What follows belongs to an exercise in optimizing a design on an open flow for small area and a short achievable clock period; a production flow would make more cautious choices. In this exercise RTL edits were held to simulation tests only and were not proved equivalent to the original. Power figures rest on the tool's default switching activity, not on a simulated workload.

==> inputs of run a <==
Design rv_core_top, start of the top module:
module rv_core_top
(
    input  logic              clk_i,
    input  logic              rst_n_i,
    input  logic              instr_valid_i,
    input  logic [31:0]       instr_i,
    output logic              wb_valid_o,
    output logic [4:0]        wb_rd_o,
    output logic [31:0]       wb_data_o
);
    logic              ex_valid;
    logic [REG_AW-1:0] ex_rd;
    logic [XLEN-1:0]   ex_a;
    logic [XLEN-1:0]   ex_b;
    logic [4:0]        ex_shamt;
    logic              ex_sub;
    logic              ex_uns;
    logic              ex_sra;
    logic              ex_sel_add;
    logic              ex_sel_slt;
    logic              ex_sel_sr;
    logic              ex_sel_sll;
    logic              ex_sel_xor;
    logic              ex_sel_or;
    logic              ex_sel_and;
    logic              mem_valid;
    logic [REG_AW-1:0] mem_rd;
    logic [XLEN-1:0]   mem_data;
    logic [XLEN-1:0]   alu_y;
    decode_stage u_decode (
        .clk_i         (clk_i),
        .rst_n_i       (rst_n_i),
        .instr_valid_i (instr_valid_i),
        .instr_i       (instr_i),
        .mem_valid_i   (mem_valid),
        .mem_rd_i      (mem_rd),
        .mem_data_i    (mem_data),
  ...
export LEC_CHECK = 0
export CAP_MARGIN = 20
export CORE_MARGIN = 2
export CORE_UTILIZATION = 40
export CTS_CLUSTER_DIAMETER = 100
export CTS_CLUSTER_SIZE = 20
export PLACE_DENSITY = 0.6
export SETUP_SLACK_MARGIN = 3.0
export SLEW_MARGIN = 20
create_clock -name core_clock -period 5.5 [get_ports {clk_i}]
run.sh (not shown) runs the stock make flow with config.mk's settings and CLKGATE_MAP_FILE= SYNTH_SCRIPT=/design/flow/synth_recipe.tcl, a recipe that flattens the netlist after the stock synthesis.
==> inputs of run b, as changes to run a <==
--- a/flow/design.v
+++ b/flow/design.v
@@ -32,91 +32,89 @@
 import rv_pkg::*;
 module regfile
 (
     input  logic              clk_i,
     input  logic              rst_n_i,
     input  logic              wr_valid_i,
     input  logic [4:0]        wr_rd_i,
     input  logic [31:0]       wr_data_i,
-    output logic [31:1]       valid_next_o,
-    input  logic [31:1]       rs1_sel_i,
-    input  logic [31:1]       rs2_sel_i,
+    input  logic [3:0]        rs1_hi_i,
+    input  logic [7:0]        rs1_lo_i,
+    input  logic [3:0]        rs2_hi_i,
+    input  logic [7:0]        rs2_lo_i,
     output logic [31:0]       rs1_data_o,
     output logic [31:0]       rs2_data_o
 );
     logic [XLEN-1:0] regs [1:31];
     logic [31:1]     row_valid;
     logic [31:1]     we;
+    logic [31:1]     sel1;
+    logic [31:1]     sel2;
     always_comb begin
         for (int r = 1; r < 32; r++) begin
             we[r]   = wr_valid_i && wr_rd_i == r[4:0];
+            sel1[r] = row_valid[r] && rs1_hi_i[r/8] && rs1_lo_i[r%8];
+            sel2[r] = row_valid[r] && rs2_hi_i[r/8] && rs2_lo_i[r%8];
         end
     end
-    assign valid_next_o = row_valid | we;
     always_ff @(posedge clk_i or negedge rst_n_i) begin
         if (!rst_n_i) begin
             row_valid <= 31'd0;
         end else begin
-            row_valid <= valid_next_o;
+            row_valid <= row_valid | we;
         end
     end
     always_ff @(posedge clk_i) begin
         for (int r = 1; r < 32; r++) begin
             if (we[r]) begin
                 regs[r] <= wr_data_i;
             end
         end
     end
     always_comb begin
         rs1_data_o = 32'd0;
         rs2_data_o = 32'd0;
         for (int r = 1; r < 32; r++) begin
-            rs1_data_o = rs1_data_o | ({XLEN{rs1_sel_i[r]}} & regs[r]);
-            rs2_data_o = rs2_data_o | ({XLEN{rs2_sel_i[r]}} & regs[r]);
+            rs1_data_o = rs1_data_o | ({XLEN{sel1[r]}} & regs[r]);
+            rs2_data_o = rs2_data_o | ({XLEN{sel2[r]}} & regs[r]);
         end
     end
 endmodule
 `default_nettype wire
 `timescale 1ns/10ps
 `default_nettype none
 import rv_pkg::*;
 module alu
 (
     input  logic [31:0] a_i,
     input  logic [31:0] bx_i,       
-    input  logic [4:0]  shamt_i,    
     input  logic        sub_i,      
     input  logic        uns_i,      
     input  logic        sra_i,      
     input  logic        sel_add_i,
     input  logic        sel_slt_i,
     input  logic        sel_sr_i,
     input  logic        sel_sll_i,
     input  logic        sel_xor_i,
     input  logic        sel_or_i,
     input  logic        sel_and_i,
     output logic [31:0] y_o
 );
     logic [33:0] sum;
     logic        ea;
     logic        eb;
-    logic        fill;
-    logic [31:0] sh1, sh2, sh4, sh8;
+    logic [63:0] sh_ext;
     logic [31:0] sh;
     logic [31:0] sh_rev;
     assign ea  = !uns_i && a_i[31];
     assign eb  = uns_i ? sub_i : bx_i[31];
     assign sum = {ea, a_i, 1'b1} + {eb, bx_i, sub_i};
-    assign fill = sra_i && a_i[31];
-    assign sh1  = shamt_i[0] ? {fill, a_i[31:1]}          : a_i;
-    assign sh2  = shamt_i[1] ? {{2{fill}}, sh1[31:2]}     : sh1;
-    assign sh4  = shamt_i[2] ? {{4{fill}}, sh2[31:4]}     : sh2;
-    assign sh8  = shamt_i[3] ? {{8{fill}}, sh4[31:8]}     : sh4;
-    assign sh   = shamt_i[4] ? {{16{fill}}, sh8[31:16]}   : sh8;
+    assign sh_ext = {{32{sra_i && a_i[31]}}, a_i} >> bx_i[4:0];
+    assign sh     = sh_ext[31:0];
     always_comb begin
         for (int i = 0; i < 32; i++) begin
             sh_rev[i] = sh[31-i];
         end
     end
     assign y_o = ({32{sel_add_i}} & sum[32:1])
                | {31'd0, sel_slt_i & sum[33]}
                | ({32{sel_sr_i}}  & sh)
@@ -138,17 +136,16 @@
     input  logic              mem_valid_i,   
     input  logic [4:0]        mem_rd_i,
     input  logic [31:0]       mem_data_i,
     input  logic [31:0]       alu_y_i,       
     output logic              ex_valid_o,    
     output logic [4:0]        ex_rd_o,
     output logic [31:0]       ex_a_o,        
     output logic [31:0]       ex_b_o,        
-    output logic [4:0]        ex_shamt_o,    
     output logic              ex_sub_o,
     output logic              ex_uns_o,
     output logic              ex_sra_o,
     output logic              ex_sel_add_o,
     output logic              ex_sel_slt_o,
     output logic              ex_sel_sr_o,
     output logic              ex_sel_sll_o,
     output logic              ex_sel_xor_o,
@@ -178,52 +175,61 @@
             else if (in_f3 == F3_SR) in_legal = in_f7 == FUNCT7_BASE || in_f7 == FUNCT7_ALT;
             else                     in_legal = 1'b1;
         end else if (in_is_lui) begin
             in_legal = 1'b1;
         end
     end
     logic [4:0] in_rs1;
     logic [4:0] in_rs2;
-    logic [31:1] valid_next;   
-    logic [31:1] in_sel1;
-    logic [31:1] in_sel2;
+    logic [3:0] in_r1hi;
+    logic [7:0] in_r1lo;
+    logic [3:0] in_r2hi;
+    logic [7:0] in_r2lo;
     assign in_rs1 = in_is_lui ? 5'd0 : instr_i[19:15];
     assign in_rs2 = (in_is_lui || in_is_imm) ? 5'd0 : instr_i[24:20];
     always_comb begin
-        for (int r = 1; r < 32; r++) begin
-            in_sel1[r] = valid_next[r] && in_rs1 == r[4:0];
-            in_sel2[r] = valid_next[r] && in_rs2 == r[4:0];
+        for (int i = 0; i < 4; i++) begin
+            in_r1hi[i] = in_rs1[4:3] == i[1:0];
+            in_r2hi[i] = in_rs2[4:3] == i[1:0];
+        end
+        for (int i = 0; i < 8; i++) begin
+            in_r1lo[i] = in_rs1[2:0] == i[2:0];
+            in_r2lo[i] = in_rs2[2:0] == i[2:0];
         end
     end
     logic        q_valid;    
     logic        q_imm;      
     logic        q_lui;      
     logic        q_sll;      
     logic [31:7] q;          
-    logic [31:1] q_sel1;     
-    logic [31:1] q_sel2;
+    logic [3:0]  q_r1hi;     
+    logic [7:0]  q_r1lo;
+    logic [3:0]  q_r2hi;
+    logic [7:0]  q_r2lo;
     logic        q_fwd_a;    
     logic        q_fwd_b;
     logic        q_byp1;     
     logic        q_byp2;
     always_ff @(posedge clk_i or negedge rst_n_i) begin
         if (!rst_n_i) begin
             q_valid <= 1'b0;
         end else begin
             q_valid <= instr_valid_i && in_legal && instr_i[11:7] != 5'd0;
         end
     end
     always_ff @(posedge clk_i) begin
         q_imm   <= in_is_imm;
         q_lui   <= in_is_lui;
         q_sll   <= (in_is_op || in_is_imm) && in_f3 == F3_SLL;
         q       <= instr_i[31:7];
-        q_sel1  <= in_sel1;
-        q_sel2  <= in_sel2;
+        q_r1hi  <= in_r1hi;
+        q_r1lo  <= in_r1lo;
+        q_r2hi  <= in_r2hi;
+        q_r2lo  <= in_r2lo;
         q_fwd_a <= q_valid && q[11:7] == in_rs1;
         q_fwd_b <= q_valid && q[11:7] == in_rs2;
         q_byp1  <= ex_valid_o && ex_rd_o == in_rs1;
         q_byp2  <= ex_valid_o && ex_rd_o == in_rs2;
     end
     logic [4:0]  rd;
     logic [2:0]  f3;
     logic        alt;
@@ -238,35 +244,34 @@
     assign b_imm = q_imm || q_lui;
     assign imm   = q_lui ? {q[31:12], 12'd0} : {{20{q[31]}}, q[31:20]};
     regfile u_regfile (
         .clk_i        (clk_i),
         .rst_n_i      (rst_n_i),
         .wr_valid_i   (mem_valid_i),
         .wr_rd_i      (mem_rd_i),
         .wr_data_i    (mem_data_i),
-        .valid_next_o (valid_next),
-        .rs1_sel_i    (q_sel1),
-        .rs2_sel_i    (q_sel2),
+        .rs1_hi_i     (q_r1hi),
+        .rs1_lo_i     (q_r1lo),
+        .rs2_hi_i     (q_r2hi),
+        .rs2_lo_i     (q_r2lo),
         .rs1_data_o   (rf1),
         .rs2_data_o   (rf2)
     );
     assign a_val = q_byp1 ? mem_data_i : rf1;
     logic        sub;
     logic [31:0] a_dec;
     logic [31:0] b_dec;
     assign sub = !q_lui && ((!q_imm && f3 == F3_ADD && alt) || f3 == F3_SLT || f3 == F3_SLTU);
     always_comb begin
         for (int i = 0; i < 32; i++) begin
             a_dec[i] = q_sll ? a_val[31-i] : a_val[i];
         end
     end
-    logic [31:0] b_val;
-    assign b_val = q_byp2 ? mem_data_i : rf2 | ({32{b_imm}} & imm);
-    assign b_dec = b_val ^ {32{sub}};
+    assign b_dec = (q_byp2 ? mem_data_i : rf2 | ({32{b_imm}} & imm)) ^ {32{sub}};
     always_ff @(posedge clk_i or negedge rst_n_i) begin
         if (!rst_n_i) begin
             ex_valid_o <= 1'b0;
         end else begin
             ex_valid_o <= q_valid;
         end
     end
     always_ff @(posedge clk_i) begin
@@ -274,17 +279,16 @@
         for (int i = 0; i < 32; i++) begin
             ex_a_o[i] <= (q_fwd_a && !q_sll && alu_y_i[i])    ||
                          (q_fwd_a && q_sll  && alu_y_i[31-i]) ||
                          (!q_fwd_a && a_dec[i]);
             ex_b_o[i] <= (q_fwd_b && !sub && alu_y_i[i])  ||
                          (q_fwd_b && sub  && !alu_y_i[i]) ||
                          (!q_fwd_b && b_dec[i]);
         end
-        ex_shamt_o   <= q_fwd_b ? alu_y_i[4:0] : b_val[4:0];
         ex_sub_o     <= sub;
         ex_uns_o     <= f3 == F3_SLTU;
         ex_sra_o     <= alt;
         ex_sel_add_o <= q_lui || f3 == F3_ADD;
         ex_sel_slt_o <= !q_lui && (f3 == F3_SLT || f3 == F3_SLTU);
         ex_sel_sr_o  <= !q_lui && f3 == F3_SR;
         ex_sel_sll_o <= q_sll;
         ex_sel_xor_o <= !q_lui && f3 == F3_XOR;
@@ -299,17 +303,16 @@
 module execute_stage
 (
     input  logic              clk_i,
     input  logic              rst_n_i,
     input  logic              ex_valid_i,
     input  logic [4:0]        ex_rd_i,
     input  logic [31:0]       ex_a_i,
     input  logic [31:0]       ex_b_i,
-    input  logic [4:0]        ex_shamt_i,
     input  logic              ex_sub_i,
     input  logic              ex_uns_i,
     input  logic              ex_sra_i,
     input  logic              ex_sel_add_i,
     input  logic              ex_sel_slt_i,
     input  logic              ex_sel_sr_i,
     input  logic              ex_sel_sll_i,
     input  logic              ex_sel_xor_i,
@@ -322,17 +325,16 @@
     output logic              wb_valid_o,
     output logic [4:0]        wb_rd_o,
     output logic [31:0]       wb_data_o
 );
     logic [XLEN-1:0] alu_y;
     alu u_alu (
         .a_i       (ex_a_i),
         .bx_i      (ex_b_i),
-        .shamt_i   (ex_shamt_i),
         .sub_i     (ex_sub_i),
         .uns_i     (ex_uns_i),
         .sra_i     (ex_sra_i),
         .sel_add_i (ex_sel_add_i),
         .sel_slt_i (ex_sel_slt_i),
         .sel_sr_i  (ex_sel_sr_i),
         .sel_sll_i (ex_sel_sll_i),
         .sel_xor_i (ex_sel_xor_i),
@@ -370,17 +372,16 @@
     output logic              wb_valid_o,
     output logic [4:0]        wb_rd_o,
     output logic [31:0]       wb_data_o
 );
     logic              ex_valid;
     logic [REG_AW-1:0] ex_rd;
     logic [XLEN-1:0]   ex_a;
     logic [XLEN-1:0]   ex_b;
-    logic [4:0]        ex_shamt;
     logic              ex_sub;
     logic              ex_uns;
     logic              ex_sra;
     logic              ex_sel_add;
     logic              ex_sel_slt;
     logic              ex_sel_sr;
     logic              ex_sel_sll;
     logic              ex_sel_xor;
@@ -398,17 +399,16 @@
         .mem_valid_i   (mem_valid),
         .mem_rd_i      (mem_rd),
         .mem_data_i    (mem_data),
         .alu_y_i       (alu_y),
         .ex_valid_o    (ex_valid),
         .ex_rd_o       (ex_rd),
         .ex_a_o        (ex_a),
         .ex_b_o        (ex_b),
-        .ex_shamt_o    (ex_shamt),
         .ex_sub_o      (ex_sub),
         .ex_uns_o      (ex_uns),
         .ex_sra_o      (ex_sra),
         .ex_sel_add_o  (ex_sel_add),
         .ex_sel_slt_o  (ex_sel_slt),
         .ex_sel_sr_o   (ex_sel_sr),
         .ex_sel_sll_o  (ex_sel_sll),
         .ex_sel_xor_o  (ex_sel_xor),
@@ -417,17 +417,16 @@
     );
     execute_stage u_execute (
         .clk_i         (clk_i),
         .rst_n_i       (rst_n_i),
         .ex_valid_i    (ex_valid),
         .ex_rd_i       (ex_rd),
         .ex_a_i        (ex_a),
         .ex_b_i        (ex_b),
-        .ex_shamt_i    (ex_shamt),
         .ex_sub_i      (ex_sub),
         .ex_uns_i      (ex_uns),
         .ex_sra_i      (ex_sra),
         .ex_sel_add_i  (ex_sel_add),
         .ex_sel_slt_i  (ex_sel_slt),
         .ex_sel_sr_i   (ex_sel_sr),
         .ex_sel_sll_i  (ex_sel_sll),
         .ex_sel_xor_i  (ex_sel_xor),
==> flow/config.mk (replaced) <==
export PLATFORM = sky130hd
export DESIGN_NAME = rv_core_top
export DESIGN_NICKNAME = rv_core_top
export VERILOG_FILES = /design/flow/design.v
export SDC_FILE = /design/flow/constraint.sdc
export NUM_CORES = 4
export LEC_CHECK = 0
export CAP_MARGIN = 20
export CORE_MARGIN = 2
export CORE_UTILIZATION = 40
export PLACE_DENSITY = 0.6
export SETUP_SLACK_MARGIN = 3.0
export SLEW_MARGIN = 20
==> inputs of run c, as changes to run a <==
==> flow/config.mk (replaced) <==
export PLATFORM = sky130hd
export DESIGN_NAME = rv_core_top
export DESIGN_NICKNAME = rv_core_top
export VERILOG_FILES = /design/flow/design.v
export SDC_FILE = /design/flow/constraint.sdc
export NUM_CORES = 4
export LEC_CHECK = 0
export CAP_MARGIN = 20
export CORE_MARGIN = 2
export CORE_UTILIZATION = 40
export PLACE_DENSITY = 0.6
export SETUP_SLACK_MARGIN = 3.0
export SLEW_MARGIN = 20
==> run notes <==
| metric | run a | run b | run c |
|---|---|---|---|
| Vias after detailed routing | 49300 | 49400 | 50100 |
| Area of the multi-input gates | 20700 sq um | 20700 sq um | 20800 sq um |
| FMAX | 328 MHz | 314 MHz | 340 MHz |
| Share of cells above drive strength 1 | 22.6% | 26.5% | 24.4% |
| Post-layout instance count excluding filler cells | 6266 | 6309 | 6397 |
| Starting Density | 40.4% | 40.2% | 40.4% |
| First-pass GRT wire length | 379000 um | 377000 um | 381000 um |
| Power drawn by the sequential cells | 10.6 mW | 10.4 mW | 10.6 mW |
| Sequential cell count | 1279 | 1236 | 1279 |
| Flip-flop and latch share of the layout cell area | 54.8% | 52.0% | 52.8% |
| Standard-cell rows | 136 | 135 | 136 |
| Arrival time at the worst endpoint | 3.61 ns | 3.90 ns | 3.58 ns |
| Clock latency at the later pin of the worst-skew pair | 0.73 ns | 0.79 ns | 0.78 ns |
| Status | finished clean | finished clean | finished clean |
| CTS H-Tree Depth | 3 | 4 | 4 |
| Number of nets at the end of the flow | 4513 | 4498 | 4569 |
| Largest voltage drop on the vdd net | 0.195 mV | 0.267 mV | 0.238 mV |

[separate check: timing with driven ports]
In the flow no input, the clock included, has a driving cell. The finished layouts below were timed again as built, in two steps. Step 1 assumes that a clkbuf_16 drives the clock port and a buf_2 every other input. Step 2 also shifts input and output timing later by t, the mid clock arrival at the registers, as if the neighbouring blocks saw the same clock. Three values: no drivers, after step 1, after step 2; two values: the first two.
run | t (ns) | setup WS [ns] | hold slack, ns | clock arrival spread, ns
run a | 0.788 | 2.450 / 2.450 / 2.336 | 0.404 / 0.404 / 0.404 | 0.064 / 0.064
run b | 0.857 | 2.313 / 2.313 / 2.313 | 0.401 / 0.401 / 0.401 | 0.039 / 0.038
run c | 0.857 | 2.557 / 2.557 / 2.230 | 0.402 / 0.375 / 0.402 | 0.033 / 0.032
After both steps setup and hold are still met in every run listed. For run c, which loses most, drivers alone change the setup slack by 0.000 ns; drivers and shift together by -0.327 ns.
